Background: an optimization exercise with open tools, aiming at small area and a short achievable clock period. Do not read the settings as production practice. Where RTL was checked, it was by simulation tests only, not by an equivalence proof against the original. No functional check of the RTL was part of run 1. Power figures rest on the tool's default switching activity, not on a simulated workload.

==> flow/design.v <==
module mem_unit #(
  parameter int unsigned DATA_WIDTH = 16,
  parameter int unsigned ADDR_WIDTH = 8,
  parameter int unsigned LATENCY    = 2
) (
  input  logic                  clk,
  input  logic                  reset,
  input  logic                  MEM_EN,
  input  logic                  MEM_RW,
  input  logic [ADDR_WIDTH-1:0] mem_addr,
  input  logic [DATA_WIDTH-1:0] mem_data_in,
  output logic [DATA_WIDTH-1:0] mem_data_out,
  output logic                  MFC,
  output logic                  busy
);
  localparam int unsigned DEPTH = 1 << ADDR_WIDTH;
  localparam int unsigned HALF  = ADDR_WIDTH / 2;
  localparam int unsigned NHI   = 1 << (ADDR_WIDTH - HALF);
  localparam int unsigned NLO   = 1 << HALF;
  function automatic logic pol(input integer s);
    pol = ((s / 3) % 2) == 1;
  endfunction
  logic idle_q;  
  logic ph_q;    
  logic out_q;   
  logic done_c;
  logic [ADDR_WIDTH-1:0] a_addr_q;
  logic [DATA_WIDTH-1:0] a_data_q;
  logic                  a_rw_q;
  logic [ADDR_WIDTH-1:0] b_addr_q;
  logic [DATA_WIDTH-1:0] b_data_q;
  logic [DATA_WIDTH-1:0] b_data_n;
  logic                  commit_c;
  logic                  pend1_q, pend2_q;
  logic                  w1_c;
  logic                  ins_ok_c;
  logic                  fwd_c;
  logic [ADDR_WIDTH-1:0] rot_q;
  logic [HALF:0]         pos_lo_c;     
  logic [ADDR_WIDTH-HALF-1:0] pos_hi_c;  
  logic [NHI-1:0]        hi0_c;
  logic [NHI-1:0]        phi_q, phi_d;
  logic [NLO-1:0]        plo_q, plo_d;
  logic [DEPTH-1:0]      ins_q;
  logic [DEPTH-1:0]      tsel_q, tselh_q;
  logic [DATA_WIDTH-1:0] ring [0:DEPTH-1];
  logic [DATA_WIDTH-1:0] tap_c;
  logic [DATA_WIDTH-1:0] cap_q;
  logic [DATA_WIDTH-1:0] rdata_q;
  assign done_c   = !idle_q && ph_q;
  assign commit_c = done_c && !a_rw_q && reset;
  always_ff @(posedge clk) begin
    if (!reset) begin
      idle_q <= 1'b1;
      ph_q   <= 1'b0;
      out_q  <= 1'b0;
    end else if (idle_q) begin
      idle_q <= !MEM_EN;
      ph_q   <= 1'b0;
      out_q  <= MEM_EN;
    end else begin
      idle_q <= ph_q;
      ph_q   <= !ph_q;
      out_q  <= !ph_q;
    end
  end
  always_ff @(posedge clk) begin
    if (idle_q) begin
      a_addr_q <= mem_addr;
      a_data_q <= mem_data_in;
      a_rw_q   <= MEM_RW;
    end
    b_addr_q <= a_addr_q;
    b_data_q <= a_data_q;
    b_data_n <= ~a_data_q;
    pend1_q  <= commit_c;
    pend2_q  <= pend1_q;
    rot_q    <= rot_q + 1'b1;
  end
  assign pos_lo_c = mem_addr[HALF-1:0] + rot_q[HALF-1:0];
  assign pos_hi_c = mem_addr[ADDR_WIDTH-1:HALF] + rot_q[ADDR_WIDTH-1:HALF];
  always_comb for (int i = 0; i < NHI; i++) hi0_c[i] = (pos_hi_c == i);
  always_comb begin
    if (idle_q) begin
      phi_d = pos_lo_c[HALF] ? {hi0_c[NHI-2:0], hi0_c[NHI-1]} : hi0_c;
      for (int j = 0; j < NLO; j++) plo_d[j] = (pos_lo_c[HALF-1:0] == j);
    end else begin
      phi_d = plo_q[NLO-1] ? {phi_q[NHI-2:0], phi_q[NHI-1]} : phi_q;
      plo_d = {plo_q[NLO-2:0], plo_q[NLO-1]};
    end
  end
  always_ff @(posedge clk) begin
    phi_q <= phi_d;
    plo_q <= plo_d;
    for (int s = 0; s < DEPTH; s += 3)
      ins_q[s] <= (w1_c || commit_c || pend1_q) &&
                  phi_q[((s + DEPTH - 2) % DEPTH) / NLO] && plo_q[((s + DEPTH - 2) % DEPTH) % NLO];
    for (int s = 0; s < DEPTH; s += 2)
      tsel_q[s] <= pol(s) ^ (phi_d[s / NLO] && plo_d[s % NLO]);
    for (int s = 0; s < DEPTH; s += 2)
      tselh_q[s] <= pol(s) ^ (phi_d[s / NLO] && plo_d[s % NLO] && !(ph_q && !idle_q));
  end
  assign w1_c = reset && !idle_q && !ph_q && !a_rw_q;
  assign ins_ok_c = reset || !done_c;
  logic [DATA_WIDTH-1:0] ring_d [0:DEPTH-1];
  for (genvar s = 0; s < DEPTH; s++) begin : g_slot
    localparam int unsigned PREV = (s + DEPTH - 1) % DEPTH;
    if (s % 3 == 0) begin : g_ins
      logic ins;
      assign ins = ins_q[s] && ins_ok_c;
      for (genvar b = 0; b < DATA_WIDTH; b++) begin : g_bit
        mu_mux2i u_mux (
          .a0(ring[PREV][b]),
          .a1(pol(s) ? b_data_q[b] : b_data_n[b]),
          .s (ins),
          .y (ring_d[s][b])
        );
      end
    end else begin : g_pass
      assign ring_d[s] = ring[PREV];
    end
  end
  always_ff @(posedge clk) begin
    for (int s = 0; s < DEPTH; s++) ring[s] <= ring_d[s];
  end
  localparam int unsigned NT0 = 86;   
  localparam int unsigned NT1 = 42;   
  localparam int unsigned NG0 = (NT0 + 2) / 3;
  localparam int unsigned NG1 = NT1 / 2;
  localparam logic [687:0] T0 = {8'd254, 8'd252, 8'd248, 8'd246, 8'd242, 8'd240, 8'd236, 8'd234, 8'd230, 8'd228, 8'd224, 8'd222, 8'd218, 8'd216, 8'd212, 8'd210, 8'd206, 8'd204, 8'd200, 8'd198, 8'd194, 8'd192, 8'd188, 8'd186, 8'd182, 8'd180, 8'd176, 8'd174, 8'd170, 8'd168, 8'd164, 8'd162, 8'd158, 8'd156, 8'd152, 8'd150, 8'd146, 8'd144, 8'd140, 8'd138, 8'd134, 8'd132, 8'd128, 8'd126, 8'd122, 8'd120, 8'd116, 8'd114, 8'd110, 8'd108, 8'd104, 8'd102, 8'd98, 8'd96, 8'd92, 8'd90, 8'd86, 8'd84, 8'd80, 8'd78, 8'd74, 8'd72, 8'd68, 8'd66, 8'd62, 8'd60, 8'd56, 8'd54, 8'd50, 8'd48, 8'd44, 8'd42, 8'd38, 8'd36, 8'd32, 8'd30, 8'd26, 8'd24, 8'd20, 8'd18, 8'd14, 8'd12, 8'd8, 8'd6, 8'd2, 8'd0};
  localparam logic [335:0] T1 = {8'd250, 8'd244, 8'd238, 8'd232, 8'd226, 8'd220, 8'd214, 8'd208, 8'd202, 8'd196, 8'd190, 8'd184, 8'd178, 8'd172, 8'd166, 8'd160, 8'd154, 8'd148, 8'd142, 8'd136, 8'd130, 8'd124, 8'd118, 8'd112, 8'd106, 8'd100, 8'd94, 8'd88, 8'd82, 8'd76, 8'd70, 8'd64, 8'd58, 8'd52, 8'd46, 8'd40, 8'd34, 8'd28, 8'd22, 8'd16, 8'd10, 8'd4};
  for (genvar b = 0; b < DATA_WIDTH; b++) begin : g_bit
    logic [NG0-1:0] lo_n;
    logic [NG1-1:0] hi_p;
    logic [DEPTH-1:0] ts;
    assign ts = (b < DATA_WIDTH / 2) ? tsel_q : tselh_q;
    for (genvar k = 0; k < NG0; k++) begin : g_t0
      localparam int unsigned S0 = T0[8 * (3 * k) +: 8];
      localparam int unsigned S1 = (3 * k + 1 < NT0) ? T0[8 * (3 * k + 1) +: 8] : S0;
      localparam int unsigned S2 = (3 * k + 2 < NT0) ? T0[8 * (3 * k + 2) +: 8] : S0;
      mu_aoi222 u_aoi (
        .a1(ts[S0]), .a2(ring[S0][b]),
        .b1(ts[S1]), .b2(ring[S1][b]),
        .c1(ts[S2]), .c2(ring[S2][b]),
        .y (lo_n[k])
      );
    end
    for (genvar k = 0; k < NG1; k++) begin : g_t1
      localparam int unsigned S0 = T1[8 * (2 * k) +: 8];
      localparam int unsigned S1 = T1[8 * (2 * k + 1) +: 8];
      mu_oai22 u_oai (
        .a1(ts[S0]), .a2(ring[S0][b]),
        .b1(ts[S1]), .b2(ring[S1][b]),
        .y (hi_p[k])
      );
    end
    assign tap_c[b] = (|hi_p) | ~(&lo_n);
  end
  assign fwd_c = pend2_q && (a_addr_q == b_addr_q);
  always_ff @(posedge clk) begin
    cap_q <= fwd_c ? b_data_q : tap_c;
  end
  always_ff @(posedge clk) begin
    if (!reset)
      rdata_q <= '0;
    else if (done_c && a_rw_q)
      rdata_q <= cap_q | tap_c;
  end
  assign mem_data_out = rdata_q;
  assign MFC          = out_q;
  assign busy         = out_q;
endmodule
module mu_aoi222 (
  input  logic a1, a2, b1, b2, c1, c2,
  output logic y
);
  assign y = ~((a1 & a2) | (b1 & b2) | (c1 & c2));
endmodule
module mu_oai22 (
  input  logic a1, a2, b1, b2,
  output logic y
);
  assign y = ~((a1 | a2) & (b1 | b2));
endmodule
module mu_mux2i (
  input  logic a0, a1, s,
  output logic y
);
  assign y = ~(s ? a1 : a0);
endmodule
==> flow/flow/run.sh <==
#!/bin/bash
# Standard ORFS layout, with the storage ring pre-placed after floorplanning
# (flow/place_ring.tcl), wider clock-tree clusters without dummy loads, and
# resizing not tied to cell footprints. Each step logs to its own file here.
set -euo pipefail
HERE=$(pwd)
ARGS=(MATCH_CELL_FOOTPRINT=0
  "CTS_ARGS=-sink_clustering_enable -repair_clock_nets -dont_use_dummy_load -buf_list sky130_fd_sc_hd__clkbuf_16 -sink_clustering_size 30 -sink_clustering_max_diameter 60")
bash standard.sh "${ARGS[@]}" floorplan > "$HERE/run_floorplan.log" 2>&1
export BPG=2
RING_ODB=$(ls -d "$HERE"/orfs/results/*/mem_unit/base)/2_floorplan.odb
export RING_ODB
openroad -no_init -exit "$HERE/flow/place_ring.tcl" > "$HERE/run_place_ring.log" 2>&1
bash standard.sh "${ARGS[@]}" finish > "$HERE/run_finish.log" 2>&1
==> flow/flow/place_ring.tcl <==
# Pre-place the storage ring: the data bits' ring flip-flops go into blocks
# of a grid over the core (BPG bits per block), in serpentine slot order, and
# are fixed there. Global placement then puts the rest of the logic around
# them, so each bit's read tree stays inside its block.
read_db $::env(RING_ODB)
set block [ord::get_db_block]
set db [ord::get_db]

set rows {}
foreach row [$block getRows] {
  set o [$row getOrigin]
  set site [$row getSite]
  lappend rows [list [lindex $o 1] [lindex $o 0] [$site getWidth] [$row getSiteCount] [$row getOrient] [$site getHeight]]
}
set rows [lsort -integer -index 0 $rows]
set x0 1e12; set x1 0
foreach r $rows {
  lassign $r y x sw sc orient sh
  if {$x < $x0} { set x0 $x }
  if {$x + $sw * $sc > $x1} { set x1 [expr {$x + $sw * $sc}] }
}
set y0 [lindex [lindex $rows 0] 0]
set lastrow [lindex $rows end]
set y1 [expr {[lindex $lastrow 0] + [lindex $lastrow 5]}]
puts "core $x0 $y0 $x1 $y1 rows [llength $rows]"

# occupied intervals per row y (already placed cells: tap cells)
array set occ {}
foreach inst [$block getInsts] {
  if {[$inst getPlacementStatus] ne "NONE" && [$inst getPlacementStatus] ne "UNPLACED"} {
    set bb [$inst getBBox]
    lappend occ([$bb yMin]) [list [$bb xMin] [$bb xMax]]
  }
}

# ring flops by bit and slot
array set ff {}
foreach inst [$block getInsts] {
  set n [$inst getName]
  if {[regexp {^ring\\?\[(\d+)\\?\]\\?\[(\d+)\\?\]} $n -> s b]} {
    set ff($b,$s) $inst
  }
}
puts "ring flops [array size ff]"

# Bits are grouped BPG to a block; within a block the BPG bits of a slot sit
# side by side and slots follow each other in serpentine order.
set bpg [expr {[info exists ::env(BPG)] ? $::env(BPG) : 1}]
set nblk [expr {16 / $bpg}]
switch $nblk { 16 {set nbx 4; set nby 4} 8 {set nbx 4; set nby 2} 4 {set nbx 2; set nby 2} 2 {set nbx 2; set nby 1} 1 {set nbx 1; set nby 1} }
set nslot 256
set bw [expr {($x1 - $x0) / $nbx}]
set bh [expr {($y1 - $y0) / $nby}]
for {set g 0} {$g < $nblk} {incr g} {
  set bx [expr {$g % $nbx}]; set by [expr {$g / $nbx}]
  set xb0 [expr {$x0 + $bx * $bw}]; set xb1 [expr {$xb0 + $bw}]
  set yb0 [expr {$y0 + $by * $bh}]; set yb1 [expr {$yb0 + $bh}]
  set brows {}
  foreach r $rows { if {[lindex $r 0] >= $yb0 && [lindex $r 0] + [lindex $r 5] <= $yb1} { lappend brows $r } }
  set nr [llength $brows]
  set nq [expr {$nslot * $bpg}]
  set k [expr {($nq + $nr - 1) / $nr}]
  set pitch [expr {$bw / $k}]
  for {set q 0} {$q < $nq} {incr q} {
    set s [expr {$q / $bpg}]; set b [expr {$g * $bpg + $q % $bpg}]
    set inst $ff($b,$s)
    set w [[$inst getMaster] getWidth]
    set ri [expr {$q / $k}]; set i [expr {$q % $k}]
    if {$ri % 2} { set i [expr {$k - 1 - $i}] }
    lassign [lindex $brows $ri] y rx sw sc orient sh
    set x [expr {$xb0 + $i * $pitch + ($pitch - $w) / 2}]
    set x [expr {$rx + (($x - $rx) / $sw) * $sw}]
    # slide right past any occupied interval in this row
    set moved 1
    while {$moved} {
      set moved 0
      if {[info exists occ($y)]} {
        foreach iv $occ($y) {
          lassign $iv a z
          if {$x < $z && $x + $w > $a} { set x [expr {$rx + (($z - $rx + $sw - 1) / $sw) * $sw}]; set moved 1 }
        }
      }
    }
    if {$x + $w > $rx + $sw * $sc} { error "ring flop $b,$s falls off row" }
    $inst setOrient $orient
    $inst setLocation $x $y
    $inst setPlacementStatus FIRM
    lappend occ($y) [list $x [expr {$x + $w}]]
  }
}
write_db $::env(RING_ODB)
puts "placed ring"
==> flow/standard.sh <==
#!/bin/bash
# synth_recipe.tcl (not shown) runs the flow's synth.tcl, then flattens the netlist and writes it again
# the make line also repeats each setting of config.mk as NAME=value (left out here)
make -C /OpenROAD-flow-scripts/flow DESIGN_CONFIG=/design/flow/config.mk WORK_HOME=/design/flow/orfs CLKGATE_MAP_FILE= SYNTH_SCRIPT=/design/flow/synth_recipe.tcl "${@:-finish}"
==> flow/config.mk <==
export PLATFORM = sky130hd
export DESIGN_NAME = mem_unit
export DESIGN_NICKNAME = mem_unit
export VERILOG_FILES = /design/flow/design.v
export SDC_FILE = /design/flow/constraint.sdc
export NUM_CORES = 4
export LEC_CHECK = 0
export CAP_MARGIN = 20
export CORE_MARGIN = 2
export CORE_UTILIZATION = 55
export SETUP_SLACK_MARGIN = 3.9
export SLEW_MARGIN = 20
export SYNTH_HIERARCHICAL = 1
==> flow/constraint.sdc <==
create_clock -name core_clock -period 6.5 [get_ports {clk}]
set_input_delay 1.3000 -clock core_clock [delete_from_list [all_inputs] [get_ports {clk}]]
set_output_delay 1.3000 -clock core_clock [all_outputs]
set_load 0.01 [all_outputs]
==> results of run 1 <==
[final cells by class]
| class | instances | area [µm²] | area share (%) |
|---|---|---|---|
| diodes | 14 | 35.0 | 0.0261 |
| clock buffers | 196 | 4900 | 3.66 |
| inverters | 44 | 244 | 0.182 |
| multi-input cells | 3108 | 28700 | 21.5 |
| flip-flops and latches | 4580 | 92200 | 68.8 |
| well taps | 2838 | 3550 | 2.65 |
| repair buffers | 430 | 4270 | 3.19 |
| repair inverters | 2 | 15.0 | 0.0112 |
[modules after synthesis (local to each module, per instance)]
module,cells,flops+latches,area [µm²],copies in the design
mu_mux2i,1,0,10.0,1376
mem_unit,5638,4580,98300,1
mu_aoi222,1,0,10.0,464
mu_oai22,1,0,6.26,336
[registers in the layout (all words and copies together), names as in the netlist]
register	cells
a_addr_q	8
a_data_q	16
a_rw_q	1
b_addr_q	8
b_data_n	16
b_data_q	16
cap_q	16
g_bit.ts	256
idle_q	1
ins_q	86
out_q	1
pend1_q	1
pend2_q	1
ph_q	1
phi_q	16
plo_q	16
rdata_q	16
ring	4096
rot_q	8
[worst max-delay path, cell delays in order, from the launching register on]
cell and delay (ps):
sky130_fd_sc_hd__dfxtp_1 1260, sky130_fd_sc_hd__o22ai_1 350, sky130_fd_sc_hd__nor4_1 480, sky130_fd_sc_hd__nand3_2 200, sky130_fd_sc_hd__o311a_1 370
[power by group through the flow]
stage | sequential (mW) | clock, mW | combinational (mW)
after floorplan | 29.1 | 0 | 0.235
after global placement | 29.2 | 0 | 0.607
after detailed placement | 29.2 | 0 | 0.611
after CTS | 28.5 | 13.1 | 0.710
after global routing | 28.6 | 14.2 | 0.799
final | 28.6 | 13.2 | 0.810
[cells in the mapped netlist (5+ instances only)]
| cell type | number | area, µm² |
|---|---|---|
| sky130_fd_sc_hd__a221oi_1 | 8 | 70.1 |
| sky130_fd_sc_hd__ha_1 | 8 | 100 |
| sky130_fd_sc_hd__o2bb2ai_1 | 8 | 70.1 |
| sky130_fd_sc_hd__nand3_1 | 66 | 330 |
| sky130_fd_sc_hd__nand2b_1 | 21 | 131 |
| sky130_fd_sc_hd__or2_2 | 5 | 31.3 |
| sky130_fd_sc_hd__nor2_1 | 178 | 668 |
| sky130_fd_sc_hd__nand4_1 | 115 | 719 |
| sky130_fd_sc_hd__buf_2 | 28 | 140 |
| sky130_fd_sc_hd__nor4_1 | 65 | 407 |
| sky130_fd_sc_hd__a222oi_1 | 464 | 4640 |
| sky130_fd_sc_hd__dfxtp_1 | 4555 | 91200 |
| sky130_fd_sc_hd__or4_1 | 16 | 120 |
| sky130_fd_sc_hd__xor2_1 | 7 | 61.3 |
| sky130_fd_sc_hd__o22ai_1 | 336 | 2100 |
| sky130_fd_sc_hd__inv_1 | 43 | 161 |
| sky130_fd_sc_hd__nor4b_1 | 16 | 140 |
| sky130_fd_sc_hd__nor3_1 | 39 | 195 |
| sky130_fd_sc_hd__a21oi_1 | 6 | 30.0 |
| sky130_fd_sc_hd__nor2b_1 | 93 | 582 |
| sky130_fd_sc_hd__clkbuf_1 | 50 | 188 |
| sky130_fd_sc_hd__and3_1 | 91 | 569 |
| sky130_fd_sc_hd__and4b_1 | 16 | 160 |
| sky130_fd_sc_hd__or3_1 | 7 | 43.8 |
| sky130_fd_sc_hd__mux2_2 | 16 | 180 |
| sky130_fd_sc_hd__or4b_2 | 16 | 160 |
| sky130_fd_sc_hd__xnor2_1 | 12 | 105 |
| sky130_fd_sc_hd__nand2_1 | 48 | 180 |
| sky130_fd_sc_hd__mux2i_1 | 1398 | 14000 |
| sky130_fd_sc_hd__o21ai_0 | 6 | 30.0 |
| sky130_fd_sc_hd__o311a_1 | 16 | 160 |
| sky130_fd_sc_hd__edfxtp_1 | 25 | 751 |
| sky130_fd_sc_hd__a221oi_2 | 5 | 75.1 |
[what timing repair did]
action                                 4_1_cts  5_1_grt
gates resized for setup                    478      226
setup endpoints to repair                 1649      359
gates cloned                                 6        0
pin swaps                                   69       58
buffers inserted                           180       46
endpoints found under the hold margin        0        0
[logic make-up after synthesis]
group,count (synthesis),share of synthesized area (%)
DFF,4580,77.4
muxes,1414,11.9
AOI/OAI and AO/OA,863,6.16
and+or+nand+nor,801,3.81
buffers and inverters,126,0.434
xor gates and xnor gates,20,0.154
adders and majority gates,10,0.118
[through the flow]
step | hold WS (ps) | std cells | power, mW | setup slack [ps]
finish | 300 | 11200 | 42.6 | 3700
global route | 300 | 11200 | 43.6 | 3710
CTS | 295 | 11200 | 42.3 | 3740
detailed placement | 326 | 10800 | 29.8 | 1380
global placement | 326 | 10800 | 29.8 | 1360
floorplan | 310 | 7814 | 29.3 | 3190
[how the worst max path moves through the flow]
stage                                 start           endpoint  slack, ps  cells past startpoint
after floorplan                 mem_addr[4]    g_bit[10].ts[4]       3190                      7
after global placement          mem_addr[0]   g_bit[0].ts[154]       1360                      9
after detailed placement        mem_addr[0]           phi_q[9]       1380                      8
after CTS                       mem_addr[0]  g_bit[10].ts[232]       3740                     15
after global routing            mem_addr[0]   g_bit[10].ts[26]       3710                     12
final                     g_bit[10].ts[160]        rdata_q[13]       3700                      4
[layer usage]
| layer | vias to the layer above | track usage [%] | part of all wire [%] |
|---|---|---|---|
| li1 | 29500 | - | - |
| met1 | 35300 | 66.1 | 43 |
| met2 | 9669 | 37.0 | 26 |
| met3 | 872 | 47.8 | 27 |
| met4 | 96 | 12.0 | 3.2 |
| met5 | - | 11.6 | 0.85 |
==> run_summary.xml, run 1 <==
<?xml version="1.0" encoding="UTF-8"?>
<metrics>
  <group name="timing">
    <metric name="final_hold_viol_count" unit="">0</metric>
    <metric name="max_freq" unit="GHz">0.357</metric>
    <metric name="fin_worst_skew" unit="ps">66.0</metric>
    <metric name="tightestPinTransition" unit="ps">1410</metric>
    <metric name="period_share" unit="%">43.1</metric>
    <metric name="timing.slew.headroom" unit="%">5.71</metric>
    <metric name="layout_min_cycle_time" unit="ps">2800</metric>
    <metric name="slew_viol_final" unit="">0</metric>
    <metric name="setup_total_negative_slack" unit="ps">0</metric>
    <metric name="rsz0062_at_grt" unit="">true</metric>
    <metric name="setup_viol" unit="">0</metric>
  </group>
  <group name="clock_tree">
    <metric name="cts-buffers-inserted" unit="">196</metric>
    <metric name="numClockSinks" unit="">4580</metric>
    <metric name="cts_tree" unit="">yes</metric>
    <metric name="clock_transition_at_path_regs" unit="ps">100</metric>
    <metric name="cts-root-buf" unit="">sky130_fd_sc_hd__clkbuf_16</metric>
    <metric name="clkLatencyLatePin" unit="ps">910</metric>
    <metric name="cts_buffer_depth" unit="">3</metric>
    <metric name="cts_hold_repair.buffers" unit="">0</metric>
    <metric name="htreeDepth" unit="">4</metric>
  </group>
  <group name="grt">
    <metric name="grt_start_max_net_pins" unit="">87</metric>
    <metric name="grt_pass1_vias" unit="">65900</metric>
    <metric name="grt_first_pass_wirelength" unit="mm">636</metric>
    <metric name="global_route.overflow_total" unit="">0</metric>
    <metric name="initial_antenna_violation_count" unit="">16</metric>
    <metric name="grtUsageTotal" unit="%">44.9</metric>
  </group>
  <group name="logic_synthesis">
    <metric name="synth_flop_cell" unit="">sky130_fd_sc_hd__dfxtp_1</metric>
    <metric name="ys_seq_elements" unit="">4580</metric>
    <metric name="edff_count_synth" unit="">25</metric>
    <metric name="synth.lib_cells_used.distinct" unit="">56</metric>
    <metric name="async_reset_ff_share" unit="%">0</metric>
    <metric name="mappedNetlistArea" unit="µm²">119000</metric>
    <metric name="synthesis.yosys.warnings" unit="">11</metric>
    <metric name="synthesized_net_count" unit="">7852</metric>
    <metric name="syn-mean-instance-area" unit="µm²">15.2</metric>
    <metric name="synth_seq_area_share" unit="%">77.4</metric>
    <metric name="synth_cells" unit="">7814</metric>
  </group>
  <group name="worst_setup_path">
    <metric name="cp_max_fo" unit="">8</metric>
    <metric name="timing.reg2reg.setup_slack" unit="ps">3700</metric>
    <metric name="r2r_end" unit="">rdata_q[13]</metric>
    <metric name="crit_required" unit="ps">7290</metric>
    <metric name="crit_arrival" unit="ps">3590</metric>
    <metric name="reg2reg_launch_point" unit="">g_bit[10].ts[160]</metric>
    <metric name="worstSetupStartpointType" unit="">flip-flop</metric>
    <metric name="crit_path_end_kind" unit="">flip-flop</metric>
    <metric name="critical_path_class" unit="">reg -&gt; reg</metric>
    <metric name="reg2regPathDepth" unit="">4</metric>
  </group>
  <group name="detailed_routing">
    <metric name="ant_nets" unit="">0</metric>
    <metric name="first_iter_violations" unit="">17700</metric>
    <metric name="via_per_inst" unit="">6.73</metric>
    <metric name="remaining_drc_errors" unit="">0</metric>
    <metric name="wl" unit="mm">506</metric>
    <metric name="detailroute.via_count" unit="">75500</metric>
    <metric name="drtPass1Iterations" unit="">14</metric>
    <metric name="wl_per_cell" unit="µm">45.1</metric>
  </group>
  <group name="place">
    <metric name="detailed_place.area" unit="µm²">125000</metric>
    <metric name="gp_routability_congestion" unit="">1.10</metric>
    <metric name="dp.final_hpwl" unit="mm">403</metric>
    <metric name="placement.io_buffers" unit="">45</metric>
  </group>
  <group name="cells_and_area">
    <metric name="final_util" unit="%">62.4</metric>
    <metric name="syn_to_final_growth" unit="%">12.8</metric>
    <metric name="layout_cell_share_with_drive_strength_beyond_1" unit="%">13.5</metric>
    <metric name="layout.filler_cells" unit="">15700</metric>
    <metric name="layout_common_cells" unit="">4403 x sky130_fd_sc_hd__dfxtp_1, 1392 x sky130_fd_sc_hd__mux2i_1, 464 x sky130_fd_sc_hd__a222oi_1, 336 x sky130_fd_sc_hd__o22ai_1, 277 x sky130_fd_sc_hd__buf_4</metric>
    <metric name="layout.nets" unit="">8400</metric>
    <metric name="final_common_cell" unit="">sky130_fd_sc_hd__dfxtp_1</metric>
    <metric name="final_area" unit="µm²">134000</metric>
  </group>
  <group name="pwr">
    <metric name="switching_power" unit="mW">8.67</metric>
    <metric name="irDropWorstVdd" unit="mV">0.320</metric>
    <metric name="pwr-share-comb" unit="%">1.9</metric>
    <metric name="static-leakage-power" unit="nW">48.8</metric>
    <metric name="pwr_density_cell" unit="nW/µm²">318</metric>
    <metric name="p_clk_share" unit="%">31.0</metric>
    <metric name="p_int" unit="mW">33.9</metric>
    <metric name="netSwitchingFraction" unit="%">20.4</metric>
    <metric name="seqPwrFrac" unit="%">67.1</metric>
  </group>
  <group name="floorplanning">
    <metric name="core_region_area" unit="µm²">215000</metric>
    <metric name="row_count" unit="">170</metric>
    <metric name="fp.dieArea" unit="µm²">220000</metric>
    <metric name="initial_utilization" unit="%">55.3</metric>
    <metric name="design.portCount" unit="">46</metric>
    <metric name="x_dimension_of_the_die" unit="µm">469</metric>
    <metric name="die_h" unit="µm">469</metric>
  </group>
  <group name="worst_hold_path">
    <metric name="timing.hold.worst.class" unit="">reg -&gt; reg</metric>
    <metric name="whs_path_depth" unit="">0</metric>
    <metric name="worst_hold_path.endpoint" unit="">ring[10][11]</metric>
    <metric name="timing.hold.worst.start" unit="">ring[9][11]</metric>
  </group>
  <group name="flow_run">
    <metric name="max_cap_viol_count" unit="">0</metric>
  </group>
  <group name="outcome">
    <metric name="outcome" unit="">complete, no violations</metric>
  </group>
</metrics>
==> run 2: changes to the inputs <==
--- a/flow/design.v
+++ b/flow/design.v
@@ -44,3 +44,3 @@
   logic [DEPTH-1:0]      ins_q;
-  logic [DEPTH-1:0]      tsel_q, tselh_q;
+  logic [DEPTH-1:0]      tsel_q;
   logic [DATA_WIDTH-1:0] ring [0:DEPTH-1];
@@ -99,4 +99,2 @@
       tsel_q[s] <= pol(s) ^ (phi_d[s / NLO] && plo_d[s % NLO]);
-    for (int s = 0; s < DEPTH; s += 2)
-      tselh_q[s] <= pol(s) ^ (phi_d[s / NLO] && plo_d[s % NLO] && !(ph_q && !idle_q));
   end
@@ -134,4 +132,2 @@
     logic [NG1-1:0] hi_p;
-    logic [DEPTH-1:0] ts;
-    assign ts = (b < DATA_WIDTH / 2) ? tsel_q : tselh_q;
     for (genvar k = 0; k < NG0; k++) begin : g_t0
@@ -141,5 +137,5 @@
       mu_aoi222 u_aoi (
-        .a1(ts[S0]), .a2(ring[S0][b]),
-        .b1(ts[S1]), .b2(ring[S1][b]),
-        .c1(ts[S2]), .c2(ring[S2][b]),
+        .a1(tsel_q[S0]), .a2(ring[S0][b]),
+        .b1(tsel_q[S1]), .b2(ring[S1][b]),
+        .c1(tsel_q[S2]), .c2(ring[S2][b]),
         .y (lo_n[k])
@@ -151,4 +147,4 @@
       mu_oai22 u_oai (
-        .a1(ts[S0]), .a2(ring[S0][b]),
-        .b1(ts[S1]), .b2(ring[S1][b]),
+        .a1(tsel_q[S0]), .a2(ring[S0][b]),
+        .b1(tsel_q[S1]), .b2(ring[S1][b]),
         .y (hi_p[k])
--- a/flow/config.mk
+++ b/flow/config.mk
@@ -10,3 +10,3 @@
 export CORE_UTILIZATION = 55
-export SETUP_SLACK_MARGIN = 3.9
+export SETUP_SLACK_MARGIN = 4.1
 export SLEW_MARGIN = 20
==> run_summary.xml, run 2 <==
<?xml version="1.0" encoding="UTF-8"?>
<metrics>
  <group name="floorplanning">
    <metric name="die_h" unit="µm">462</metric>
    <metric name="core_region_area" unit="µm²">209000</metric>
    <metric name="fp.dieArea" unit="µm²">213000</metric>
    <metric name="x_dimension_of_the_die" unit="µm">462</metric>
    <metric name="initial_utilization" unit="%">55.2</metric>
    <metric name="design.portCount" unit="">46</metric>
    <metric name="row_count" unit="">168</metric>
  </group>
  <group name="logic_synthesis">
    <metric name="post-synth-top-count-cell" unit="">sky130_fd_sc_hd__dfxtp_1</metric>
    <metric name="edff_count_synth" unit="">25</metric>
    <metric name="synthesized_net_count" unit="">7514</metric>
    <metric name="post_synthesis_compound_gate_area_fraction" unit="%">6.43</metric>
    <metric name="synth_area_in_xor_xnor" unit="%">0.159</metric>
    <metric name="async_reset_ff_share" unit="%">0</metric>
    <metric name="synthesis.yosys.warnings" unit="">11</metric>
    <metric name="synth_seq_area_share" unit="%">77.5</metric>
    <metric name="synth_top_family_by_area" unit="">multiplexers</metric>
    <metric name="synth_area_leaders" unit="">sky130_fd_sc_hd__dfxtp_1 77%, sky130_fd_sc_hd__mux2i_1 12%, sky130_fd_sc_hd__a222oi_1 4.0%</metric>
    <metric name="netlist.area_leader.share" unit="%">76.8</metric>
    <metric name="ys_top_cells_by_count" unit="">4427 x sky130_fd_sc_hd__dfxtp_1, 1390 x sky130_fd_sc_hd__mux2i_1, 464 x sky130_fd_sc_hd__a222oi_1, 336 x sky130_fd_sc_hd__o22ai_1, 114 x sky130_fd_sc_hd__nand4_1</metric>
    <metric name="synth_cells" unit="">7476</metric>
    <metric name="synth_mux_area_share" unit="%">12.2</metric>
    <metric name="yosys.area.top_type" unit="">sky130_fd_sc_hd__dfxtp_1</metric>
    <metric name="synth_flop_cell" unit="">sky130_fd_sc_hd__dfxtp_1</metric>
    <metric name="post_synth_fa_ha_maj_area_fraction" unit="%">0.121</metric>
    <metric name="synth.lib_cells_used.distinct" unit="">61</metric>
    <metric name="ys_seq_elements" unit="">4452</metric>
    <metric name="synth-simple-area-share" unit="%">3.27</metric>
    <metric name="syn-mean-instance-area" unit="µm²">15.4</metric>
    <metric name="mappedNetlistArea" unit="µm²">115000</metric>
  </group>
  <group name="grt">
    <metric name="initial_antenna_violation_count" unit="">16</metric>
    <metric name="grt_start_max_net_pins" unit="">45</metric>
    <metric name="global_route.overflow_total" unit="">0</metric>
    <metric name="grt_pass1_vias" unit="">65100</metric>
    <metric name="grt_first_pass_wirelength" unit="mm">643</metric>
    <metric name="grtUsageTotal" unit="%">47.1</metric>
  </group>
  <group name="worst_setup_path">
    <metric name="critical_path_depth" unit="">6</metric>
    <metric name="reg2regPathDepth" unit="">6</metric>
    <metric name="crit_arrival" unit="ps">3590</metric>
    <metric name="critPathTopFamily" unit="">compound AO/OA/AOI/OAI gates</metric>
    <metric name="worstSetupStartpointType" unit="">flip-flop</metric>
    <metric name="path_buf_inv" unit="">1</metric>
    <metric name="cp_max_fo" unit="">4</metric>
    <metric name="critical-path-slowest-cell" unit="">sky130_fd_sc_hd__a222oi_1</metric>
    <metric name="critical_path.max_stage_delay" unit="ps">670</metric>
    <metric name="crit_required" unit="ps">7300</metric>
    <metric name="critical_path_class" unit="">reg -&gt; reg</metric>
    <metric name="crit_path_end" unit="">rdata_q[5]</metric>
    <metric name="critical_path.startpoint" unit="">tsel_q[188]</metric>
    <metric name="r2r_end" unit="">rdata_q[5]</metric>
    <metric name="reg2reg_launch_point" unit="">tsel_q[188]</metric>
    <metric name="crit_path_end_kind" unit="">flip-flop</metric>
    <metric name="critical_path.cell_chain" unit="">buf_6 -&gt; a222oi_1 -&gt; or4b_4 -&gt; nor4_4 -&gt; nand3_2 -&gt; o311a_1</metric>
    <metric name="timing.reg2reg.setup_slack" unit="ps">3710</metric>
  </group>
  <group name="timing">
    <metric name="fin_worst_skew" unit="ps">68.6</metric>
    <metric name="setup_total_negative_slack" unit="ps">0</metric>
    <metric name="rsz0062_at_grt" unit="">true</metric>
    <metric name="final_hold_viol_count" unit="">0</metric>
    <metric name="slew_viol_final" unit="">0</metric>
    <metric name="tightestPinTransition" unit="ps">1380</metric>
    <metric name="period_share" unit="%">42.9</metric>
    <metric name="finalHoldWorstSlack" unit="ps">277</metric>
    <metric name="layout_min_cycle_time" unit="ps">2790</metric>
    <metric name="max_freq" unit="GHz">0.358</metric>
    <metric name="setup_viol" unit="">0</metric>
    <metric name="timing.slew.headroom" unit="%">7.78</metric>
    <metric name="final_critical_path_setup_slack" unit="ps">3710</metric>
  </group>
  <group name="flow_run">
    <metric name="max_cap_viol_count" unit="">0</metric>
  </group>
  <group name="worst_hold_path">
    <metric name="timing.hold.worst.class" unit="">reg -&gt; reg</metric>
  </group>
  <group name="clock_tree">
    <metric name="clkLatencyLatePin" unit="ps">920</metric>
    <metric name="cts_tree" unit="">yes</metric>
    <metric name="numClockSinks" unit="">4452</metric>
    <metric name="clock_transition_at_path_regs" unit="ps">110</metric>
    <metric name="cts_hold_repair.buffers" unit="">0</metric>
    <metric name="htreeDepth" unit="">4</metric>
    <metric name="cts_buffer_depth" unit="">3</metric>
    <metric name="cts-root-buf" unit="">sky130_fd_sc_hd__clkbuf_16</metric>
    <metric name="cts-buffers-inserted" unit="">194</metric>
  </group>
  <group name="cells_and_area">
    <metric name="layout_common_cells" unit="">4247 x sky130_fd_sc_hd__dfxtp_1, 1383 x sky130_fd_sc_hd__mux2i_1, 464 x sky130_fd_sc_hd__a222oi_1, 336 x sky130_fd_sc_hd__o22ai_1, 263 x sky130_fd_sc_hd__buf_4</metric>
    <metric name="largest_register_ffs" unit="">4096</metric>
    <metric name="final_common_cell" unit="">sky130_fd_sc_hd__dfxtp_1</metric>
    <metric name="layout.nets" unit="">8126</metric>
    <metric name="syn_to_final_growth" unit="%">14.2</metric>
    <metric name="final_area" unit="µm²">132000</metric>
    <metric name="registers.top_by_ff_count" unit="">ring</metric>
    <metric name="layout_cell_share_with_drive_strength_beyond_1" unit="%">14.5</metric>
  </group>
  <group name="place">
    <metric name="dp.final_hpwl" unit="mm">364</metric>
    <metric name="placement_stage_worst_setup_slack" unit="ps">2270</metric>
    <metric name="gp_routability_congestion" unit="">1.11</metric>
    <metric name="placement.io_buffers" unit="">45</metric>
    <metric name="detailed_place.area" unit="µm²">121000</metric>
  </group>
  <group name="detailed_routing">
    <metric name="via_per_inst" unit="">6.86</metric>
    <metric name="remaining_drc_errors" unit="">0</metric>
    <metric name="wl_per_cell" unit="µm">47.2</metric>
    <metric name="first_iter_violations" unit="">15200</metric>
    <metric name="detailroute.via_count" unit="">74800</metric>
    <metric name="drtPass1Iterations" unit="">15</metric>
    <metric name="wl" unit="mm">515</metric>
    <metric name="ant_nets" unit="">0</metric>
  </group>
  <group name="pwr">
    <metric name="pwr_density_cell" unit="nW/µm²">316</metric>
    <metric name="static-leakage-power" unit="nW">48.4</metric>
    <metric name="irDropWorstVdd" unit="mV">0.312</metric>
    <metric name="total_power" unit="mW">41.6</metric>
  </group>
  <group name="outcome">
    <metric name="outcome" unit="">complete, no violations</metric>
  </group>
</metrics>
## run 2: cell count changes after synthesis, moves of 16 or more
cell,change
sky130_fd_sc_hd__or4b_1,+16
sky130_fd_sc_hd__or4b_2,-16
sky130_fd_sc_hd__dfxtp_1,-128
sky130_fd_sc_hd__nor2_1,-84
sky130_fd_sc_hd__nand3_1,-42
sky130_fd_sc_hd__buf_2,-16
sky130_fd_sc_hd__clkbuf_1,-26
sky130_fd_sc_hd__nor3_1,-22
## run 2: report_power, final
group          internal [mW]  switching [mW]
Sequential              27.5           0.414
Combinational          0.275           0.526
Clock                   5.31            7.55
Total                   33.1            8.50
## run 2: cells by family after synthesis
| kind of cell | Yosys count |
|---|---|
| flip-flops | 4452 |
| XOR/XNOR | 21 |
| multiplexers | 1408 |
| adder cells (fa/ha/maj) | 10 |
| buffers and inverters | 86 |
| AND/OR/NAND/NOR | 636 |
| AO/OA/AOI/OAI | 863 |
## run 2: timing repair
item | CTS | global route
resized for setup | 435 | 151
gates cloned | 6 | 0
endpoints found under the setup margin | 1654 | 580
pin swaps | 92 | 53
buffers inserted | 234 | 48
endpoints found under the hold margin | 0 | 0
## run 2: metrics by stage
stage	cells	util (%)
after floorplan	7476	-
after global placement	10400	57.9
after detailed placement	10400	57.9
after CTS	10800	62.3
after global routing	10900	63.0
final	10900	63.0
## run 2: area by class of cell
type,instances,area (µm²)
sequential,4452,89900
fill,15300,77400
multi-input combinational,2941,28000
timing repair buffer,456,5190
clock buffer,194,4850
tap,2805,3510
inverter,43,231
antenna,25,62.6
## run 2: routing by layer
layer | track usage (%) | wire length (µm) | vias to the layer above
li1 | - | - | 28600
met3 | 49.6 | 137000 | 1216
met5 | 10.3 | 3620 | -
met4 | 19.6 | 29100 | 97
met1 | 65.4 | 210000 | 34900
met2 | 40.6 | 136000 | 10000
## run 2: how the worst min path moves through the flow
stage                start           end  slack [ps]  cells after the start
5_1_grt        ring[55][1]   ring[56][1]         280                      0
3_3_place_gp   ring[9][11]  ring[10][11]         330                      0
4_1_cts        ring[55][1]   ring[56][1]         280                      0
6_report       ring[55][1]   ring[56][1]         280                      0
3_5_place_dp   ring[9][11]  ring[10][11]         330                      0
2_1_floorplan  ring[99][0]  ring[100][0]         310                      0
## run 2: modules after synthesis, one instance, submodules excluded
module	times used	cells
mu_oai22	336	1
mu_mux2i	1376	1
mem_unit	1	5300
mu_aoi222	464	1
==> run 3: changes to the inputs <==
--- a/flow/config.mk
+++ b/flow/config.mk
@@ -10,3 +10,3 @@
 export CORE_UTILIZATION = 55
-export SETUP_SLACK_MARGIN = 4.1
+export SETUP_SLACK_MARGIN = 3.9
 export SLEW_MARGIN = 20
==> run_summary.xml, run 3 <==
<?xml version="1.0" encoding="UTF-8"?>
<metrics>
  <group name="logic_synthesis">
    <metric name="mappedNetlistArea" unit="µm²">115000</metric>
    <metric name="synth_flop_cell" unit="">sky130_fd_sc_hd__dfxtp_1</metric>
    <metric name="post-synth-top-count-cell" unit="">sky130_fd_sc_hd__dfxtp_1</metric>
    <metric name="syn-mean-instance-area" unit="µm²">15.4</metric>
    <metric name="async_reset_ff_share" unit="%">0</metric>
    <metric name="synthesis.yosys.warnings" unit="">11</metric>
    <metric name="synthesized_net_count" unit="">7514</metric>
    <metric name="ys_seq_elements" unit="">4452</metric>
    <metric name="synth_seq_area_share" unit="%">77.5</metric>
    <metric name="synth_cells" unit="">7476</metric>
    <metric name="synth.lib_cells_used.distinct" unit="">61</metric>
    <metric name="netlist.area_leader.share" unit="%">76.8</metric>
    <metric name="ys_top_cells_by_count" unit="">4427 x sky130_fd_sc_hd__dfxtp_1, 1390 x sky130_fd_sc_hd__mux2i_1, 464 x sky130_fd_sc_hd__a222oi_1, 336 x sky130_fd_sc_hd__o22ai_1, 114 x sky130_fd_sc_hd__nand4_1</metric>
    <metric name="synth_area_leaders" unit="">sky130_fd_sc_hd__dfxtp_1 77%, sky130_fd_sc_hd__mux2i_1 12%, sky130_fd_sc_hd__a222oi_1 4.0%</metric>
    <metric name="edff_count_synth" unit="">25</metric>
    <metric name="yosys.area.top_type" unit="">sky130_fd_sc_hd__dfxtp_1</metric>
  </group>
  <group name="floorplanning">
    <metric name="initial_utilization" unit="%">55.2</metric>
    <metric name="core_region_area" unit="µm²">209000</metric>
    <metric name="x_dimension_of_the_die" unit="µm">462</metric>
    <metric name="die_h" unit="µm">462</metric>
    <metric name="design.portCount" unit="">46</metric>
    <metric name="row_count" unit="">168</metric>
    <metric name="fp.dieArea" unit="µm²">213000</metric>
  </group>
  <group name="detailed_routing">
    <metric name="route.met2.wl" unit="mm">142</metric>
    <metric name="met1_length" unit="mm">211</metric>
    <metric name="detailroute.via_count" unit="">73300</metric>
    <metric name="ant_nets" unit="">0</metric>
    <metric name="dr.max_layer_used" unit="">met5</metric>
    <metric name="wl" unit="mm">515</metric>
    <metric name="dr_wl_met3" unit="mm">135</metric>
    <metric name="remaining_drc_errors" unit="">0</metric>
    <metric name="wl_per_cell" unit="µm">47.3</metric>
    <metric name="via_per_inst" unit="">6.73</metric>
    <metric name="first_iter_violations" unit="">13900</metric>
    <metric name="drtPass1Iterations" unit="">14</metric>
  </group>
  <group name="grt">
    <metric name="grt_pass1_vias" unit="">65400</metric>
    <metric name="grt_first_pass_wirelength" unit="mm">648</metric>
    <metric name="global_route.overflow_total" unit="">0</metric>
    <metric name="initial_antenna_violation_count" unit="">12</metric>
    <metric name="grtUsageTotal" unit="%">47.5</metric>
    <metric name="grt_start_max_net_pins" unit="">87</metric>
  </group>
  <group name="clock_tree">
    <metric name="clock_transition_at_path_regs" unit="ps">100</metric>
    <metric name="cts-buffers-inserted" unit="">193</metric>
    <metric name="htreeDepth" unit="">4</metric>
    <metric name="cts_buffer_depth" unit="">3</metric>
    <metric name="cts-root-buf" unit="">sky130_fd_sc_hd__clkbuf_16</metric>
    <metric name="clkLatencyLatePin" unit="ps">920</metric>
    <metric name="numClockSinks" unit="">4452</metric>
    <metric name="cts_tree" unit="">yes</metric>
  </group>
  <group name="pwr">
    <metric name="total_power" unit="mW">41.5</metric>
    <metric name="p_int" unit="mW">33.1</metric>
    <metric name="pwr_density_cell" unit="nW/µm²">318</metric>
    <metric name="pwr-share-comb" unit="%">1.9</metric>
    <metric name="seqPwrFrac" unit="%">67.2</metric>
    <metric name="netSwitchingFraction" unit="%">20.3</metric>
    <metric name="irDropWorstVdd" unit="mV">0.345</metric>
    <metric name="static-leakage-power" unit="nW">48.0</metric>
    <metric name="p_clk_share" unit="%">30.8</metric>
    <metric name="switching_power" unit="mW">8.45</metric>
  </group>
  <group name="timing">
    <metric name="max_freq" unit="GHz">0.356</metric>
    <metric name="layout_min_cycle_time" unit="ps">2810</metric>
    <metric name="setup_total_negative_slack" unit="ps">0</metric>
    <metric name="timing.slew.headroom" unit="%">10.6</metric>
    <metric name="fin_worst_skew" unit="ps">64.3</metric>
    <metric name="slew_viol_final" unit="">0</metric>
    <metric name="setup_viol" unit="">0</metric>
    <metric name="rsz0062_at_grt" unit="">true</metric>
    <metric name="final_hold_viol_count" unit="">0</metric>
    <metric name="period_share" unit="%">43.3</metric>
    <metric name="tightestPinTransition" unit="ps">1340</metric>
  </group>
  <group name="place">
    <metric name="placement.io_buffers" unit="">45</metric>
    <metric name="gp_routability_congestion" unit="">1.08</metric>
    <metric name="dp.final_hpwl" unit="mm">376</metric>
  </group>
  <group name="flow_run">
    <metric name="max_cap_viol_count" unit="">0</metric>
  </group>
  <group name="cells_and_area">
    <metric name="final_common_cell" unit="">sky130_fd_sc_hd__dfxtp_1</metric>
    <metric name="largest_register_ffs" unit="">4096</metric>
    <metric name="syn_to_final_growth" unit="%">13.0</metric>
    <metric name="registers.top_by_ff_count" unit="">ring</metric>
    <metric name="layout_common_cells" unit="">4248 x sky130_fd_sc_hd__dfxtp_1, 1388 x sky130_fd_sc_hd__mux2i_1, 464 x sky130_fd_sc_hd__a222oi_1, 335 x sky130_fd_sc_hd__o22ai_1, 296 x sky130_fd_sc_hd__buf_4</metric>
    <metric name="layout.filler_cells" unit="">15800</metric>
    <metric name="layout.nets" unit="">8113</metric>
    <metric name="layout_cell_share_with_drive_strength_beyond_1" unit="%">13.0</metric>
  </group>
  <group name="worst_setup_path">
    <metric name="crit_arrival" unit="ps">3590</metric>
    <metric name="critical_path_class" unit="">reg -&gt; reg</metric>
    <metric name="cp_max_fo" unit="">6</metric>
    <metric name="worstSetupStartpointType" unit="">flip-flop</metric>
    <metric name="crit_required" unit="ps">7270</metric>
    <metric name="timing.reg2reg.setup_slack" unit="ps">3690</metric>
    <metric name="crit_path_end_kind" unit="">flip-flop</metric>
  </group>
  <group name="outcome">
    <metric name="outcome" unit="">complete, no violations</metric>
  </group>
  <group name="worst_hold_path">
    <metric name="timing.hold.worst.class" unit="">reg -&gt; reg</metric>
  </group>
</metrics>
## run 3: worst max-delay path, cell delays in order, from the launching register on
cell	delay [ps]
sky130_fd_sc_hd__dfxtp_4	370
sky130_fd_sc_hd__buf_12	170
sky130_fd_sc_hd__buf_6	160
sky130_fd_sc_hd__o22ai_2	130
sky130_fd_sc_hd__nor4_4	510
sky130_fd_sc_hd__nand4_1	350
sky130_fd_sc_hd__nor4_2	430
sky130_fd_sc_hd__nand3_1	170
sky130_fd_sc_hd__o311a_1	370
## run 3: repair_timing
action,CTS,global route
pin swaps,41,40
hold buffers,0,0
buffers inserted,199,65
setup endpoints to repair,1559,212
gates resized for setup,284,75
## run 3: modules after synthesis, one instance, submodules excluded
module | times used | area, µm² | cells inside | flip-flops and latches
mem_unit | 1 | 94900 | 5300 | 4452
mu_mux2i | 1376 | 10.0 | 1 | 0
mu_oai22 | 336 | 6.26 | 1 | 0
mu_aoi222 | 464 | 10.0 | 1 | 0
## run 3: cells by family after synthesis
logic type	synth area share, %
flip-flops	77.5
AND/OR/NAND/NOR	3.27
multiplexers	12.2
AO/OA/AOI/OAI	6.43
buffers and inverters	0.311
adder cells (fa/ha/maj)	0.121
XOR/XNOR	0.159
## run 3: worst paths after layout
path,startpoint,cells past startpoint,end
max,tsel_q[226],8,rdata_q[3]
min,ring[9][11],0,ring[10][11]
max reg2reg,tsel_q[226],8,rdata_q[3]
min reg2reg,ring[9][11],0,ring[10][11]
## run 3: power by group through the flow
stage | combinational (mW) | clock (mW) | sequential [mW]
after floorplan | 0.259 | 0 | 28.4
after global placement | 0.641 | 0 | 28.5
after detailed placement | 0.657 | 0 | 28.5
after CTS | 0.714 | 12.7 | 27.9
after global routing | 0.795 | 13.8 | 27.9
final | 0.806 | 12.8 | 27.9
## run 3: per-stage QoR
stage                     util, %  worst slack (ps)  hold WS, ps  std cells  cell area, µm²
after floorplan                 -              3440          310       7476          116000
final                        62.3              3690          291      10900          130000
after detailed placement     58.0              2060          327      10400          121000
after global routing         62.3              3750          280      10900          130000
after CTS                    61.7              3750          289      10800          129000
after global placement       57.9              2150          327      10400          121000
## run 3: area by class of cell
| class | count | area, µm² | area share [%] |
|---|---|---|---|
| Sequential cell | 4452 | 89800 | 68.9 |
| Multi-Input combinational cell | 2938 | 27300 | 20.9 |
| Clock buffer | 193 | 4830 | 3.70 |
| Timing Repair Buffer | 447 | 4720 | 3.62 |
| Tap cell | 2805 | 3510 | 2.69 |
| Inverter | 43 | 193 | 0.148 |
| Antenna cell | 14 | 35.0 | 0.0269 |
## run 3: per-layer routing
metal / vias up / GRT usage [%]
met2: 9290 / 42.4
met5: - / 13.6
li1: 28600 / -
met3: 912 / 49.4
met1: 34500 / 65.8
met4: 81 / 17.6
==> run 4: changes to the inputs <==
--- a/flow/config.mk
+++ b/flow/config.mk
@@ -9,3 +9,3 @@
 export CORE_MARGIN = 2
-export CORE_UTILIZATION = 55
+export CORE_UTILIZATION = 50
 export SETUP_SLACK_MARGIN = 3.9
==> run_summary.xml, run 4 <==
<?xml version="1.0" encoding="UTF-8"?>
<metrics>
  <group name="worst_setup_path">
    <metric name="crit_required" unit="ps">7280</metric>
    <metric name="crit_arrival" unit="ps">3530</metric>
    <metric name="r2r_end" unit="">rdata_q[2]</metric>
    <metric name="crit_path_end" unit="">rdata_q[2]</metric>
    <metric name="critical_path.max_stage_delay" unit="ps">670</metric>
    <metric name="timing.reg2reg.setup_slack" unit="ps">3750</metric>
    <metric name="reg2regPathDepth" unit="">6</metric>
    <metric name="path_buf_inv" unit="">0</metric>
    <metric name="critical_path_depth" unit="">6</metric>
    <metric name="reg2reg_launch_point" unit="">tsel_q[8]</metric>
    <metric name="worstSetupStartpointType" unit="">flip-flop</metric>
    <metric name="cp_max_fo" unit="">16</metric>
    <metric name="critical_path.startpoint" unit="">tsel_q[8]</metric>
    <metric name="crit_path_end_kind" unit="">flip-flop</metric>
    <metric name="critical_path_class" unit="">reg -&gt; reg</metric>
    <metric name="critical_path.cell_chain" unit="">a222oi_1 -&gt; and4b_2 -&gt; nand4_1 -&gt; nor4_2 -&gt; nand3_2 -&gt; o311a_1</metric>
    <metric name="critical-path-slowest-cell" unit="">sky130_fd_sc_hd__a222oi_1</metric>
    <metric name="critPathTopFamily" unit="">compound AO/OA/AOI/OAI gates</metric>
  </group>
  <group name="timing">
    <metric name="final_hold_viol_count" unit="">0</metric>
    <metric name="layout_min_cycle_time" unit="ps">2750</metric>
    <metric name="fin_worst_skew" unit="ps">62.4</metric>
    <metric name="timing.slew.headroom" unit="%">14.4</metric>
    <metric name="final_critical_path_setup_slack" unit="ps">3750</metric>
    <metric name="tightestPinTransition" unit="ps">1280</metric>
    <metric name="slew_viol_final" unit="">0</metric>
    <metric name="max_freq" unit="GHz">0.364</metric>
    <metric name="period_share" unit="%">42.3</metric>
    <metric name="setup_total_negative_slack" unit="ps">0</metric>
    <metric name="rsz0062_at_grt" unit="">true</metric>
    <metric name="setup_viol" unit="">0</metric>
  </group>
  <group name="worst_hold_path">
    <metric name="timing.hold.worst.start" unit="">ring[133][0]</metric>
    <metric name="timing.hold.worst.class" unit="">reg -&gt; reg</metric>
  </group>
  <group name="floorplanning">
    <metric name="fp.dieArea" unit="µm²">235000</metric>
    <metric name="row_count" unit="">176</metric>
    <metric name="initial_utilization" unit="%">50.2</metric>
    <metric name="die_h" unit="µm">484</metric>
    <metric name="x_dimension_of_the_die" unit="µm">484</metric>
    <metric name="core_region_area" unit="µm²">230000</metric>
    <metric name="design.portCount" unit="">46</metric>
  </group>
  <group name="logic_synthesis">
    <metric name="synthesized_net_count" unit="">7514</metric>
    <metric name="synth_cells" unit="">7476</metric>
    <metric name="synth_flop_cell" unit="">sky130_fd_sc_hd__dfxtp_1</metric>
    <metric name="synth_area_leaders" unit="">sky130_fd_sc_hd__dfxtp_1 77%, sky130_fd_sc_hd__mux2i_1 12%, sky130_fd_sc_hd__a222oi_1 4.0%</metric>
    <metric name="yosys.area.top_type" unit="">sky130_fd_sc_hd__dfxtp_1</metric>
    <metric name="ys_seq_elements" unit="">4452</metric>
    <metric name="post-synth-top-count-cell" unit="">sky130_fd_sc_hd__dfxtp_1</metric>
    <metric name="async_reset_ff_share" unit="%">0</metric>
    <metric name="mappedNetlistArea" unit="µm²">115000</metric>
    <metric name="synthesis.yosys.warnings" unit="">11</metric>
    <metric name="synth_seq_area_share" unit="%">77.5</metric>
    <metric name="ys_top_cells_by_count" unit="">4427 x sky130_fd_sc_hd__dfxtp_1, 1390 x sky130_fd_sc_hd__mux2i_1, 464 x sky130_fd_sc_hd__a222oi_1, 336 x sky130_fd_sc_hd__o22ai_1, 114 x sky130_fd_sc_hd__nand4_1</metric>
    <metric name="syn-mean-instance-area" unit="µm²">15.4</metric>
    <metric name="synth.lib_cells_used.distinct" unit="">61</metric>
    <metric name="netlist.area_leader.share" unit="%">76.8</metric>
    <metric name="edff_count_synth" unit="">25</metric>
  </group>
  <group name="detailed_routing">
    <metric name="ant_nets" unit="">0</metric>
    <metric name="first_iter_violations" unit="">14900</metric>
    <metric name="wl_per_cell" unit="µm">47.3</metric>
    <metric name="wl" unit="mm">522</metric>
    <metric name="via_per_inst" unit="">6.27</metric>
    <metric name="remaining_drc_errors" unit="">0</metric>
    <metric name="detailroute.via_count" unit="">69200</metric>
    <metric name="drtPass1Iterations" unit="">13</metric>
  </group>
  <group name="clock_tree">
    <metric name="clkLatencyLatePin" unit="ps">920</metric>
    <metric name="numClockSinks" unit="">4452</metric>
    <metric name="cts_tree" unit="">yes</metric>
    <metric name="cts-root-buf" unit="">sky130_fd_sc_hd__clkbuf_16</metric>
    <metric name="cts_buffer_depth" unit="">3</metric>
    <metric name="clock_transition_at_path_regs" unit="ps">100</metric>
    <metric name="cts-buffers-inserted" unit="">202</metric>
    <metric name="cts_hold_repair.buffers" unit="">0</metric>
    <metric name="htreeDepth" unit="">4</metric>
  </group>
  <group name="grt">
    <metric name="initial_antenna_violation_count" unit="">16</metric>
    <metric name="grtUsageTotal" unit="%">43.3</metric>
    <metric name="global_route.overflow_total" unit="">0</metric>
    <metric name="grt_start_max_net_pins" unit="">45</metric>
    <metric name="grt_first_pass_wirelength" unit="mm">643</metric>
    <metric name="grt_pass1_vias" unit="">61700</metric>
  </group>
  <group name="cells_and_area">
    <metric name="final_util" unit="%">56.6</metric>
    <metric name="final_area" unit="µm²">130000</metric>
    <metric name="syn_to_final_growth" unit="%">12.8</metric>
    <metric name="layout.filler_cells" unit="">18100</metric>
    <metric name="registers.top_by_ff_count" unit="">ring</metric>
    <metric name="layout_cell_share_with_drive_strength_beyond_1" unit="%">11.9</metric>
    <metric name="final_common_cell" unit="">sky130_fd_sc_hd__dfxtp_1</metric>
    <metric name="largest_register_ffs" unit="">4096</metric>
    <metric name="layout.nets" unit="">8036</metric>
    <metric name="layout_common_cells" unit="">4279 x sky130_fd_sc_hd__dfxtp_1, 1390 x sky130_fd_sc_hd__mux2i_1, 464 x sky130_fd_sc_hd__a222oi_1, 334 x sky130_fd_sc_hd__o22ai_1, 205 x sky130_fd_sc_hd__clkbuf_16</metric>
  </group>
  <group name="pwr">
    <metric name="total_power" unit="mW">41.6</metric>
    <metric name="static-leakage-power" unit="nW">47.5</metric>
    <metric name="irDropWorstVdd" unit="mV">0.210</metric>
    <metric name="pwr_density_cell" unit="nW/µm²">320</metric>
  </group>
  <group name="place">
    <metric name="gp_routability_congestion" unit="">1.03</metric>
    <metric name="placement.io_buffers" unit="">45</metric>
    <metric name="placement_stage_worst_setup_slack" unit="ps">2310</metric>
    <metric name="dp.final_hpwl" unit="mm">388</metric>
    <metric name="detailed_place.area" unit="µm²">122000</metric>
  </group>
  <group name="flow_run">
    <metric name="max_cap_viol_count" unit="">0</metric>
  </group>
  <group name="outcome">
    <metric name="outcome" unit="">complete, no violations</metric>
  </group>
</metrics>
-- run 4: cell counts after synthesis --
No cell type changed its count.
-- run 4: worst min path at each step --
stage               cells past startpoint       endpoint  slack [ps]
floorplan                               0   ring[100][0]         310
global placement                        0  ring[104][12]         350
detailed placement                      0        pend2_q         350
CTS                                     0   ring[140][5]         320
global route                            0   ring[140][5]         320
finish                                  0   ring[134][0]         320
-- run 4: area by class of cell --
class / instances / area, µm² / area share, %
well taps: 3026 / 3790 / 2.91
clock buffers: 202 / 5050 / 3.89
diodes: 13 / 32.5 / 0.0250
multi-input cells: 2938 / 27300 / 21.0
inverters: 43 / 201 / 0.155
flip-flops and latches: 4452 / 89700 / 69.0
repair buffers: 361 / 3990 / 3.07
-- run 4: modules after synthesis (local to each module, per instance) --
module     flops+latches  copies in the design
mem_unit            4452                     1
mu_aoi222              0                   464
mu_mux2i               0                  1376
mu_oai22               0                   336
-- run 4: worst reg2reg max path: stages, from the launching register on --
cell and delay [ps]:
sky130_fd_sc_hd__dfxtp_4 560, sky130_fd_sc_hd__a222oi_1 680, sky130_fd_sc_hd__and4b_2 460, sky130_fd_sc_hd__nand4_1 140, sky130_fd_sc_hd__nor4_2 220, sky130_fd_sc_hd__nand3_2 170, sky130_fd_sc_hd__o311a_1 390
-- run 4: logic make-up after synthesis --
kind of cell             synth area share [%]
AO/OA/AOI/OAI                            6.43
flip-flops                               77.5
buffers and inverters                   0.311
multiplexers                             12.2
XOR/XNOR                                0.159
AND/OR/NAND/NOR                          3.27
adder cells (fa/ha/maj)                 0.121
-- run 4: layer usage --
| layer | part of all wire [%] | up-vias | wire (µm) | track usage (%) |
|---|---|---|---|---|
| li1 | - | 28500 | - | - |
| met1 | 45 | 32400 | 235000 | 65.3 |
| met2 | 27 | 7604 | 140000 | 38.4 |
| met3 | 24 | 685 | 126000 | 40.3 |
| met4 | 3.6 | 39 | 18600 | 12.7 |
| met5 | 0.35 | - | 1840 | 4.25 |
-- run 4: repair_timing --
action                     in CTS  in global routing
buffers inserted              135                 41
gates resized for setup       322                 92
pin swaps                      48                 36
cloned                          3                  0
setup endpoints to repair    1367                447
-- run 4: per-stage QoR --
stage                     std cells  hold slack [ps]
after floorplan                7476              310
after global placement        10600              354
after detailed placement      10600              352
after CTS                     11000              320
after global routing          11000              324
final                         11000              319
-- run 4: report_power, final --
group | switching [mW] | internal [mW] | total, mW
logic | 0.458 | 0.242 | 0.700
registers | 0.357 | 27.5 | 27.9
clock network | 7.47 | 5.51 | 13.0
==> run 5: changes to the inputs <==
--- a/flow/config.mk
+++ b/flow/config.mk
@@ -9,3 +9,3 @@
 export CORE_MARGIN = 2
-export CORE_UTILIZATION = 50
+export CORE_UTILIZATION = 45
 export SETUP_SLACK_MARGIN = 3.9
==> run_summary.xml, run 5 <==
<?xml version="1.0" encoding="UTF-8"?>
<metrics>
  <group name="logic_synthesis">
    <metric name="syn-mean-instance-area" unit="µm²">15.4</metric>
    <metric name="ys_top_cells_by_count" unit="">4427 x sky130_fd_sc_hd__dfxtp_1, 1390 x sky130_fd_sc_hd__mux2i_1, 464 x sky130_fd_sc_hd__a222oi_1, 336 x sky130_fd_sc_hd__o22ai_1, 114 x sky130_fd_sc_hd__nand4_1</metric>
    <metric name="async_reset_ff_share" unit="%">0</metric>
    <metric name="synth_cells" unit="">7476</metric>
    <metric name="synth-simple-area-share" unit="%">3.27</metric>
    <metric name="synth_area_leaders" unit="">sky130_fd_sc_hd__dfxtp_1 77%, sky130_fd_sc_hd__mux2i_1 12%, sky130_fd_sc_hd__a222oi_1 4.0%</metric>
    <metric name="post_synthesis_compound_gate_area_fraction" unit="%">6.43</metric>
    <metric name="synth_area_in_xor_xnor" unit="%">0.159</metric>
    <metric name="yosys.area.top_type" unit="">sky130_fd_sc_hd__dfxtp_1</metric>
    <metric name="synth_seq_area_share" unit="%">77.5</metric>
    <metric name="synth_flop_cell" unit="">sky130_fd_sc_hd__dfxtp_1</metric>
    <metric name="edff_count_synth" unit="">25</metric>
  </group>
  <group name="cells_and_area">
    <metric name="largest_register_ffs" unit="">4096</metric>
    <metric name="final_common_cell" unit="">sky130_fd_sc_hd__dfxtp_1</metric>
    <metric name="final_area" unit="µm²">131000</metric>
    <metric name="final_util" unit="%">51.5</metric>
    <metric name="syn_to_final_growth" unit="%">13.6</metric>
    <metric name="layout_cell_share_with_drive_strength_beyond_1" unit="%">12.3</metric>
    <metric name="layout_common_cells" unit="">4277 x sky130_fd_sc_hd__dfxtp_1, 1390 x sky130_fd_sc_hd__mux2i_1, 464 x sky130_fd_sc_hd__a222oi_1, 336 x sky130_fd_sc_hd__o22ai_1, 228 x sky130_fd_sc_hd__buf_4</metric>
  </group>
  <group name="clock_tree">
    <metric name="clkLatencyLatePin" unit="ps">920</metric>
    <metric name="cts-root-buf" unit="">sky130_fd_sc_hd__clkbuf_16</metric>
    <metric name="cts_tree" unit="">yes</metric>
  </group>
  <group name="worst_setup_path">
    <metric name="crit_path_end_kind" unit="">flip-flop</metric>
    <metric name="crit_arrival" unit="ps">3500</metric>
    <metric name="critical_path.max_stage_delay" unit="ps">490</metric>
  </group>
  <group name="detailed_routing">
    <metric name="detailroute.via_count" unit="">69300</metric>
    <metric name="route.met2.wl" unit="mm">141</metric>
    <metric name="wl" unit="mm">544</metric>
    <metric name="dr.max_layer_used" unit="">met5</metric>
  </group>
  <group name="place">
    <metric name="dp.final_hpwl" unit="mm">412</metric>
    <metric name="gp_routability_congestion" unit="">1.05</metric>
    <metric name="placement.io_buffers" unit="">45</metric>
  </group>
  <group name="timing">
    <metric name="max_freq" unit="GHz">0.365</metric>
    <metric name="slew_viol_final" unit="">0</metric>
    <metric name="final_hold_viol_count" unit="">0</metric>
    <metric name="layout_min_cycle_time" unit="ps">2740</metric>
    <metric name="tightestPinTransition" unit="ps">1330</metric>
    <metric name="setup_viol" unit="">0</metric>
  </group>
  <group name="pwr">
    <metric name="static-leakage-power" unit="nW">47.9</metric>
    <metric name="pwr_density_cell" unit="nW/µm²">321</metric>
    <metric name="irDropWorstVdd" unit="mV">0.299</metric>
  </group>
  <group name="flow_run">
    <metric name="max_cap_viol_count" unit="">0</metric>
  </group>
  <group name="outcome">
    <metric name="outcome" unit="">complete, no violations</metric>
  </group>
  <group name="floorplanning">
    <metric name="row_count" unit="">185</metric>
    <metric name="x_dimension_of_the_die" unit="µm">510</metric>
    <metric name="fp.dieArea" unit="µm²">260000</metric>
    <metric name="design.portCount" unit="">46</metric>
    <metric name="die_h" unit="µm">510</metric>
  </group>
  <group name="grt">
    <metric name="global_route.overflow_total" unit="">0</metric>
  </group>
</metrics>
[run 5: cell counts after synthesis]
Identical to the previous run, type by type.
[run 5: kinds of logic after synthesis]
family,Yosys count
buffers and inverters,86
multiplexers,1408
AO/OA/AOI/OAI,863
adder cells (fa/ha/maj),10
XOR/XNOR,21
AND/OR/NAND/NOR,636
flip-flops,4452
[run 5: where the power goes]
part / internal [mW] / total (mW) / switching (mW)
logic: 0.243 / 0.723 / 0.480
clock network: 5.79 / 13.5 / 7.71
registers: 27.5 / 27.9 / 0.350
total: 33.6 / 42.1 / 8.54
[run 5: through the flow]
step | hold slack (ps) | worst slack [ps] | std cells
floorplan | 310 | 3440 | 7476
global placement | 354 | 2320 | 11000
detailed placement | 347 | 2320 | 11000
CTS | 298 | 3770 | 11300
global route | 305 | 3760 | 11400
finish | 313 | 3760 | 11400
[run 5: critical path, delay by kind of cell (launching register included)]
family,cells,cell delay [ps]
DFF,1,490
and+or+nand+nor,4,1400
AOI/OAI and AO/OA,2,500
buffers and inverters,1,210
[run 5: routing by layer]
metal	track usage [%]	up-vias
li1	-	28500
met1	61.6	32400
met2	35.2	7645
met3	38.8	713
met4	12.6	33
met5	3.14	-
[run 5: cell type report]
class,instances,area [µm²]
multi-input combinational,2939,27400
fill,20700,124000
antenna,18,45.0
inverter,43,190
sequential,4452,89700
clock buffer,213,5330
tap,3366,4210
timing repair buffer,390,4240
[run 5: repair_timing]
| item | in CTS | in global routing |
|---|---|---|
| cloned | 1 | 1 |
| endpoints found under the setup margin | 1577 | 281 |
| pin swaps | 45 | 45 |
| gates resized for setup | 329 | 82 |
| buffers inserted | 124 | 60 |
| hold buffers | 0 | 0 |
[run 5: final timing paths]
check | startpoint | endpoint | cells after the start
max | tsel_q[232] | rdata_q[2] | 7
min | ring[241][2] | ring[242][2] | 0
min reg2reg | ring[241][2] | ring[242][2] | 0
max reg2reg | tsel_q[232] | rdata_q[2] | 7
[run 5: modules after synthesis (local to each module, per instance)]
module | cells inside | flip-flops and latches | times used | cell area, µm²
mem_unit | 5300 | 4452 | 1 | 94900
mu_aoi222 | 1 | 0 | 464 | 10.0
mu_mux2i | 1 | 0 | 1376 | 10.0
mu_oai22 | 1 | 0 | 336 | 6.26

==> port drivers added, routing unchanged <==
The results above use ideal ports. As a check the final layouts listed here were re-extracted and re-timed, cells and wires unchanged.
Step 1: set_driving_cell puts a clkbuf_16 on clk and a buf_2 on each other input, an assumption about the parent block.
Step 2 also shifts input and output timing later by t, the mid clock arrival at the registers, as if the neighbouring blocks saw the same clock.
Three values: ideal, step 1, step 2; two values: the first two.
run	shift t [ns]	setup WS [ns]	pins driven straight from the clock port
run 1	0.976	3.699 / 3.699 / 2.775	1
run 2	0.984	3.710 / 3.693 / 2.887	1
run 3	0.986	3.688 / 3.688 / 2.914	1
run 4	0.972	3.750 / 3.699 / 3.022	1
run 5	0.972	3.761 / 3.703 / 2.895	1
After both steps setup and hold are still met in every run listed. For run 1, which loses most, drivers alone change the setup slack by 0.000 ns; drivers and shift together by -0.924 ns.
